What follows belongs to an exercise in optimizing a design on an open flow for small area; a production flow would make more cautious choices. Only simulation tests tie the RTL to the original design; equivalence was not proved. The clock port is modelled as an ideal driver, which makes a skipped or thinned clock tree look cheaper than it is; a real chip needs a root buffer or a tree. Power figures rest on the tool's default switching activity, not on a simulated workload.

main:
==> flow/design.v <==
package bnn_spi_pkg;
  localparam logic [2:0] S_IDLE           = 3'd0;
  localparam logic [2:0] S_RX_CMD         = 3'd1;
  localparam logic [2:0] S_CMD_LATCH      = 3'd2;
  localparam logic [2:0] S_IMG_RX         = 3'd3;
  localparam logic [2:0] S_CMD_DISPATCH   = 3'd4;
  localparam logic [2:0] S_STATUS_READY   = 3'd5;
  localparam logic [2:0] S_WAIT_INFERENCE = 3'd6;
  localparam logic [2:0] S_CLEAR          = 3'd7;
endpackage
`timescale 1ns/1ps
module bnn_spi_top (
  input  logic       clk,
  input  logic       rst_n,
  input  logic       spi_sclk,
  input  logic       spi_mosi,
  input  logic       spi_cs_n,
  output logic [3:0] result_out,
  output logic       result_ready,
  output logic       status_ready,
  output logic       send_image,
  output logic [2:0] fsm_state
);
  function automatic logic [8:0] radd8(input logic [7:0] x, input logic [7:0] y);
    logic c;
    c = 1'b0;
    for (int i = 0; i < 8; i++) begin
      radd8[i] = x[i] ^ y[i] ^ c;
      c = (x[i] & y[i]) | (c & (x[i] ^ y[i]));
    end
    radd8[8] = c;
  endfunction
  logic       sclk_s1, sclk_s2, mosi_s1, mosi_s2, cs_s1, cs_s2;
  logic       sclk_prev;
  logic [2:0] bit_cnt;
  logic [7:0] shift_reg;
  logic       byte_rise;         
  always_ff @(posedge clk or negedge rst_n) begin
    if (!rst_n) begin
      sclk_s1 <= 1'b0;
      cs_s1   <= 1'b1;
      cs_s2   <= 1'b1;
    end else begin
      sclk_s1 <= spi_sclk;
      cs_s1   <= spi_cs_n;
      cs_s2   <= cs_s1;
    end
  end
  wire sclk_rise = sclk_s2 & ~sclk_prev;
  wire bit_in    = ~cs_s2 & sclk_rise;
  always_ff @(posedge clk) begin
    sclk_s2   <= sclk_s1;
    mosi_s1   <= spi_mosi;
    mosi_s2   <= mosi_s1;
    sclk_prev <= sclk_s2;
    byte_rise <= bit_in & (bit_cnt == 3'd7);
    if (cs_s2)       bit_cnt <= 3'd0;
    else if (bit_in) bit_cnt <= bit_cnt + 3'd1;
    if (bit_in) shift_reg <= {shift_reg[6:0], mosi_s2};
  end
  logic [2:0] state, next_state;
  logic       cs_prev;
  logic [9:0] cnt;               
  wire        cmd_status, cmd_image;
  logic [6:0] ptr;               
  wire cs_falling = ~cs_s2 & cs_prev;
  wire cs_rising  = cs_s2 & ~cs_prev;
  wire rx_active  = (state == bnn_spi_pkg::S_RX_CMD) || (state == bnn_spi_pkg::S_IMG_RX);
  wire in_wait    = (state == bnn_spi_pkg::S_WAIT_INFERENCE);
  wire in_clear   = (state == bnn_spi_pkg::S_CLEAR);
  wire timeout    = &cnt;
  wire buf_full   = (ptr == 7'd112);
  wire buf_empty  = (ptr == 7'd127);
  wire write      = (state == bnn_spi_pkg::S_IMG_RX) & byte_rise & ~buf_full;
  wire res_now    = in_wait & (cnt == 10'd116);
  wire       in_idle  = (state == bnn_spi_pkg::S_IDLE);
  wire [6:0] ptr_next = (in_clear | in_idle) ? 7'd127 : ptr + {6'd0, write};
  always_ff @(posedge clk or negedge rst_n) begin
    if (!rst_n) state <= bnn_spi_pkg::S_IDLE;
    else        state <= next_state;
  end
  always_ff @(posedge clk) begin
    ptr <= ptr_next;
  end
  always_ff @(posedge clk) begin
    cs_prev <= cs_s2;
    if (in_wait || (rx_active && !byte_rise)) cnt <= cnt + 10'd1;
    else if (state == bnn_spi_pkg::S_CMD_LATCH)
      cnt <= {8'd0, shift_reg == 8'hBF, shift_reg == 8'hFE};
    else cnt <= '0;
  end
  assign cmd_status = cnt[0];
  assign cmd_image  = cnt[1];
  always_comb begin
    next_state = state;
    case (state)
      bnn_spi_pkg::S_IDLE:           if (cs_falling) next_state = bnn_spi_pkg::S_RX_CMD;
      bnn_spi_pkg::S_RX_CMD: begin
        if (timeout) next_state = bnn_spi_pkg::S_IDLE;
        else if (byte_rise) next_state = bnn_spi_pkg::S_CMD_LATCH;
      end
      bnn_spi_pkg::S_CMD_LATCH:      next_state = bnn_spi_pkg::S_CMD_DISPATCH;
      bnn_spi_pkg::S_CMD_DISPATCH: begin
        if (cmd_image) next_state = bnn_spi_pkg::S_IMG_RX;
        else if (cmd_status) next_state = bnn_spi_pkg::S_STATUS_READY;
        else next_state = bnn_spi_pkg::S_IDLE;
      end
      bnn_spi_pkg::S_STATUS_READY:   next_state = bnn_spi_pkg::S_IDLE;
      bnn_spi_pkg::S_IMG_RX: begin
        if (buf_full) next_state = bnn_spi_pkg::S_WAIT_INFERENCE;
        else if (cs_rising || timeout) next_state = bnn_spi_pkg::S_CLEAR;
      end
      bnn_spi_pkg::S_WAIT_INFERENCE: if (result_ready) next_state = bnn_spi_pkg::S_CLEAR;
      default:                       if (buf_empty) next_state = bnn_spi_pkg::S_IDLE;
    endcase
  end
  always_ff @(posedge clk or negedge rst_n) begin
    if (!rst_n) begin
      status_ready <= 1'b0;
    end else begin
      if (state == bnn_spi_pkg::S_CMD_DISPATCH && !cmd_image && cmd_status) status_ready <= 1'b1;
      else if (cs_falling) status_ready <= 1'b0;
    end
  end
  assign send_image = state[1] & (state[0] | state[2]);
  assign fsm_state = state;
  logic [7:0] hold;              
  logic [3:0] cls;               
  logic [7:0] wgt;               
  logic [8:0] ring [10];
  logic       amax;              
  logic [3:0] best_class;
  wire        best_par;
  wire  [8:0] init_v;
  wire        par_v;
  localparam logic [59:0] CLS_TAB = {6'h07, 6'h03, 6'h01, 6'h04, 6'h03, 6'h06, 6'h01, 6'h05, 6'h0a, 6'h20};
  wire [5:0] cls_row = CLS_TAB[6*cls +: 6];
  wire [5:0] best_row = CLS_TAB[6*best_class +: 6];
  assign best_par = best_row[0];
  assign init_v = {4'd0, cls_row[5:1]};
  assign par_v  = cls_row[0];
  always_ff @(posedge clk) begin
    if (write) hold <= shift_reg;
  end
  always_ff @(posedge clk or negedge rst_n) begin
    if (!rst_n) cls <= 4'd0;
    else        cls <= (cls == 4'd9) ? 4'd0 : cls + 4'd1;
  end
  logic      lag;
  wire [6:0] a14     = ptr + 7'd14;
  wire       wrap    = (cls == 4'd9);
  wire [7:0] add_x   = wrap ? {&ptr_next, ptr_next} : wgt;
  wire [7:0] add_y   = wrap  ? {ptr_next, 1'b0} :
                       write ? {3'd0, cls + 4'd1, 1'b1} :
                       lag   ? {a14[5:0], 2'b10} :
                               {a14, 1'b1};
  wire [8:0] wgt_nx  = radd8(add_x, add_y);
  always_ff @(posedge clk) begin
    lag <= write & ~wrap;
  end
  always_ff @(posedge clk) begin
    wgt <= wgt_nx[7:0];
  end
  wire       cnt_lo   = ~|cnt[9:5];
  wire       cnt_win  = cnt_lo & ~cnt[4] & (|cnt[3:0]) & ~(cnt[3] & (cnt[2] | (cnt[1] & cnt[0])));
  wire       cnt_1x   = cnt_lo & cnt[4] & (cnt[3] | (cnt[2] & cnt[1]));
  wire       scoring  = ~buf_empty & cnt_win;
  wire [7:0] mask     = {{4{~buf_full & scoring}}, {4{scoring}}};
  wire [7:0] m        = hold & wgt & mask;
  wire       s0 = m[0] ^ m[1] ^ m[2], c0 = (m[0] & m[1]) | (m[2] & (m[0] ^ m[1]));
  wire       s1 = m[3] ^ m[4] ^ m[5], c1 = (m[3] & m[4]) | (m[5] & (m[3] ^ m[4]));
  wire       s2 = m[6] ^ m[7],        c2 = m[6] & m[7];
  wire       p0 = s0 ^ s1 ^ s2,       k1 = (s0 & s1) | (s2 & (s0 ^ s1));
  wire       t1 = c0 ^ c1 ^ c2,       k2 = (c0 & c1) | (c2 & (c0 ^ c1));
  wire       p1 = t1 ^ k1,            k3 = t1 & k1;
  wire       p2 = k2 ^ k3,            p3 = k2 & k3;
  wire [8:0] sum = radd8(ring[0][7:0], {4'd0, p3, p2, p1, p0});
  wire [8:0] acc = {ring[0][8] ^ sum[8], sum[7:0]};
  logic gt;
  always_comb begin
    gt = par_v & ~best_par;
    for (int i = 0; i < 9; i++)
      gt = (ring[0][i] & ~ring[9][i]) | (~(ring[0][i] ^ ring[9][i]) & gt);
  end
  wire       amax_start = in_wait & (cls == 4'd0) & cnt_1x;
  wire [8:0] tail = buf_empty       ? init_v :
                    (amax & ~gt)    ? ring[9] :
                    acc;
  always_ff @(posedge clk) begin
    for (int i = 0; i < 9; i++) ring[i] <= ring[i+1];
    ring[9] <= tail;
  end
  always_ff @(posedge clk) begin
    amax <= amax_start | (in_wait & amax & (cls != 4'd9));
    if (amax_start) best_class <= 4'd0;
    else if (amax & gt) best_class <= cls;
  end
  always_ff @(posedge clk or negedge rst_n) begin
    if (!rst_n) result_out <= '0;
    else if (res_now) result_out <= best_class;
  end
  assign result_ready = in_wait & (cnt == 10'd117);
endmodule
Settings: LEC_CHECK=0, CAP_MARGIN=20, CORE_MARGIN=2, CORE_UTILIZATION=40, SLEW_MARGIN=20; clock period 20.0 ns.
standard.sh (not shown) runs the stock make flow with config.mk's settings and CLKGATE_MAP_FILE= SYNTH_SCRIPT=/design/flow/synth_recipe.tcl, a recipe that flattens the netlist after the stock synthesis.
==> flow/flow/run.sh <==
#!/bin/bash
# Standard layout, except:
#  - after the floorplan, the combinational logic is re-mapped for area by
#    OpenROAD's restructure (flow/restructure.tcl);
#  - the clock tree is a root buffer and a few clustered leaf buffers built
#    by flow/cts_manual.tcl in place of TritonCTS's H-tree;
#  - ports are buffered with buf_1.
# Each tool's output goes to the ORFS logs under orfs/logs, and make's own
# output to standard.log.
set -euo pipefail
here=$(pwd)
export POST_FLOORPLAN_TCL=$here/flow/restructure.tcl
export PRE_CTS_TCL=$here/flow/cts_manual.tcl
export CTS_NLEAF=6
export CTS_LEAF_CELL=sky130_fd_sc_hd__inv_12
export CTS_ROOT_CELL=sky130_fd_sc_hd__inv_4
export BUFFER_PORTS_ARGS="-buffer_cell sky130_fd_sc_hd__buf_1"
bash standard.sh > standard.log 2>&1
==> flow/flow/cts_manual.tcl <==
# Clock tree built here in place of TritonCTS's H-tree: the clock port
# drives one root buffer (or inverter), which drives NLEAF leaf buffers (or
# inverters), each driving one
# cluster of register clock pins (k-means on pin location with a cap on the
# cluster size). ORFS's cts.tcl sources this hook and then calls
# clock_tree_synthesis, redefined below to only propagate the clock; the
# rest of cts.tcl (placement legalisation, timing repair) runs as usual.
set nleaf [expr {[info exists ::env(CTS_NLEAF)] ? $::env(CTS_NLEAF) : 6}]
set leaf_cell [expr {[info exists ::env(CTS_LEAF_CELL)] ? $::env(CTS_LEAF_CELL) : "sky130_fd_sc_hd__clkbuf_16"}]
set root_cell [expr {[info exists ::env(CTS_ROOT_CELL)] ? $::env(CTS_ROOT_CELL) : "sky130_fd_sc_hd__clkbuf_16"}]
set block [ord::get_db_block]
set clk_net [$block findNet clk]
set sinks {}
foreach it [$clk_net getITerms] {
  set bb [[$it getInst] getBBox]
  lappend sinks [list $it [expr {([$bb xMin] + [$bb xMax]) / 2.0}] [expr {([$bb yMin] + [$bb yMax]) / 2.0}]]
}
set n [llength $sinks]
set cap [expr {int(ceil(double($n) / $nleaf))}]
puts "manual cts: $n sinks, $nleaf leaf buffers of at most $cap sinks"
set sorted [lsort -real -index 1 $sinks]
set cx {}; set cy {}
for {set k 0} {$k < $nleaf} {incr k} {
  set s [lindex $sorted [expr {int(($k + 0.5) * $n / $nleaf)}]]
  lappend cx [lindex $s 1]; lappend cy [lindex $s 2]
}
for {set iter 0} {$iter < 40} {incr iter} {
  # order sinks by how much they lose if not given their nearest centre
  set order {}
  set idx 0
  foreach s $sinks {
    set ds {}
    for {set k 0} {$k < $nleaf} {incr k} {
      lappend ds [list $k [expr {abs([lindex $s 1] - [lindex $cx $k]) + abs([lindex $s 2] - [lindex $cy $k])}]]
    }
    set ds [lsort -real -index 1 $ds]
    set regret [expr {[lindex $ds 1 1] - [lindex $ds 0 1]}]
    lappend order [list $idx $regret $ds]
    incr idx
  }
  set order [lsort -real -decreasing -index 1 $order]
  for {set k 0} {$k < $nleaf} {incr k} { set cnt($k) 0; set sx($k) 0.0; set sy($k) 0.0 }
  foreach o $order {
    set i [lindex $o 0]
    foreach kd [lindex $o 2] {
      set k [lindex $kd 0]
      if {$cnt($k) < $cap} { break }
    }
    set asg($i) $k
    incr cnt($k)
    set s [lindex $sinks $i]
    set sx($k) [expr {$sx($k) + [lindex $s 1]}]
    set sy($k) [expr {$sy($k) + [lindex $s 2]}]
  }
  set cx {}; set cy {}
  for {set k 0} {$k < $nleaf} {incr k} {
    lappend cx [expr {$sx($k) / max($cnt($k), 1)}]
    lappend cy [expr {$sy($k) / max($cnt($k), 1)}]
  }
}
set db [ord::get_db]
# Buffers drive X, inverters Y; with inverters both levels invert, so the
# registers still see the clock's own polarity.
proc out_iterm {inst} {
  set it [$inst findITerm X]
  if {$it eq "NULL" || $it eq ""} { set it [$inst findITerm Y] }
  return $it
}
if {$root_cell eq "none"} {
  set root_net $clk_net
} else {
  set root [odb::dbInst_create $block [$db findMaster $root_cell] "clkbuf_manual_root"]
  set rx 0.0; set ry 0.0
  for {set k 0} {$k < $nleaf} {incr k} { set rx [expr {$rx + [lindex $cx $k]}]; set ry [expr {$ry + [lindex $cy $k]}] }
  $root setLocation [expr {int($rx / $nleaf)}] [expr {int($ry / $nleaf)}]
  $root setPlacementStatus PLACED
  set root_net [odb::dbNet_create $block "clknet_manual_root"]
  $root_net setSigType CLOCK
  [$root findITerm A] connect $clk_net
  [out_iterm $root] connect $root_net
}
for {set k 0} {$k < $nleaf} {incr k} {
  set inst [odb::dbInst_create $block [$db findMaster $leaf_cell] "clkbuf_manual_$k"]
  $inst setLocation [expr {int([lindex $cx $k])}] [expr {int([lindex $cy $k])}]
  $inst setPlacementStatus PLACED
  set net [odb::dbNet_create $block "clknet_manual_$k"]
  $net setSigType CLOCK
  [$inst findITerm A] connect $root_net
  [out_iterm $inst] connect $net
  set leafnet($k) $net
  puts "manual cts: leaf $k at [lindex $cx $k] [lindex $cy $k], $cnt($k) sinks"
}
set i 0
foreach s $sinks {
  set it [lindex $s 0]
  $it disconnect
  $it connect $leafnet($asg($i))
  incr i
}
$clk_net setSigType CLOCK
# cts.tcl would next clone clock inverters next to each register load, which
# would undo an inverter tree; the tree above needs no such repair.
proc repair_clock_inverters {args} {
  puts "manual cts: repair_clock_inverters $args skipped"
}
proc clock_tree_synthesis {args} {
  puts "manual cts: clock_tree_synthesis $args replaced by the tree above"
  set_propagated_clock [all_clocks]
}
Other scripts of this flow, unchanged in this note and not shown: flow/flow/lib_filter.py, flow/flow/restructure.tcl
main: no failed stages, no open violations at the end
For the feature branch, these inputs were changed with respect to main:
-- flow/flow/run.sh --
<<< main, line 14
export CTS_NLEAF=6
export CTS_LEAF_CELL=sky130_fd_sc_hd__inv_12
export CTS_ROOT_CELL=sky130_fd_sc_hd__inv_4
>>> the feature branch, line 14
export CTS_NLEAF=5
export CTS_LEAF_CELL=sky130_fd_sc_hd__inv_16
export CTS_ROOT_CELL=sky130_fd_sc_hd__inv_8
[summary]
The feature branch completed; timing, DRC and antenna clean
In the metrics for main and the feature branch, the one carrying the higher wire length of the first global-routing pass is the feature branch.
The feature branch vs. main: met1 global-route usage now smaller, worst setup slack rose by 0.14 ns.
Diff main and the feature branch: share of the cycle needed by the critical path after routing lower in the feature branch
Re share of post-route cells with drive strength above 1: the feature branch is 0.18 points down on main.
Per the comparison of the feature branch with main, area of the die barely changed, met3 wire length grew by 34%, share of total power in sequential cells has decreased, part of the Yosys area used for sequential elements closely matched the old numbers, total power shows an increase of 5.6 uW.
No run of this note takes its clock network from TritonCTS; it comes from the design's own scripts or RTL.

==> what the ideal ports hide <==
In the flow no input, the clock included, has a driving cell. The finished layouts below were timed again as built, in two steps.
Step 1: set_driving_cell puts a clkbuf_16 on clk and a buf_2 on each other input, an assumption about the parent block.
Step 2 moves the port delays by t, midway between the first and last clock arrival at a register: inputs arrive t later, outputs are due t later. That takes back most of the time a late clock gives input paths.
Three values: no drivers, after step 1, after step 2; two values: the first two.
run	shift t [ns]	setup slack, ns	worst setup path after step 2	slew at the worst register clock pin (ns)	worst data-port slew with drivers (ns)
main	0.382	13.576 / 13.541 / 13.922	register to output	0.12 / 0.12	0.03
the feature branch	0.277	13.720 / 13.670 / 13.946	register to output	0.10 / 0.10	0.03
After both steps setup and hold are still met in every run listed.
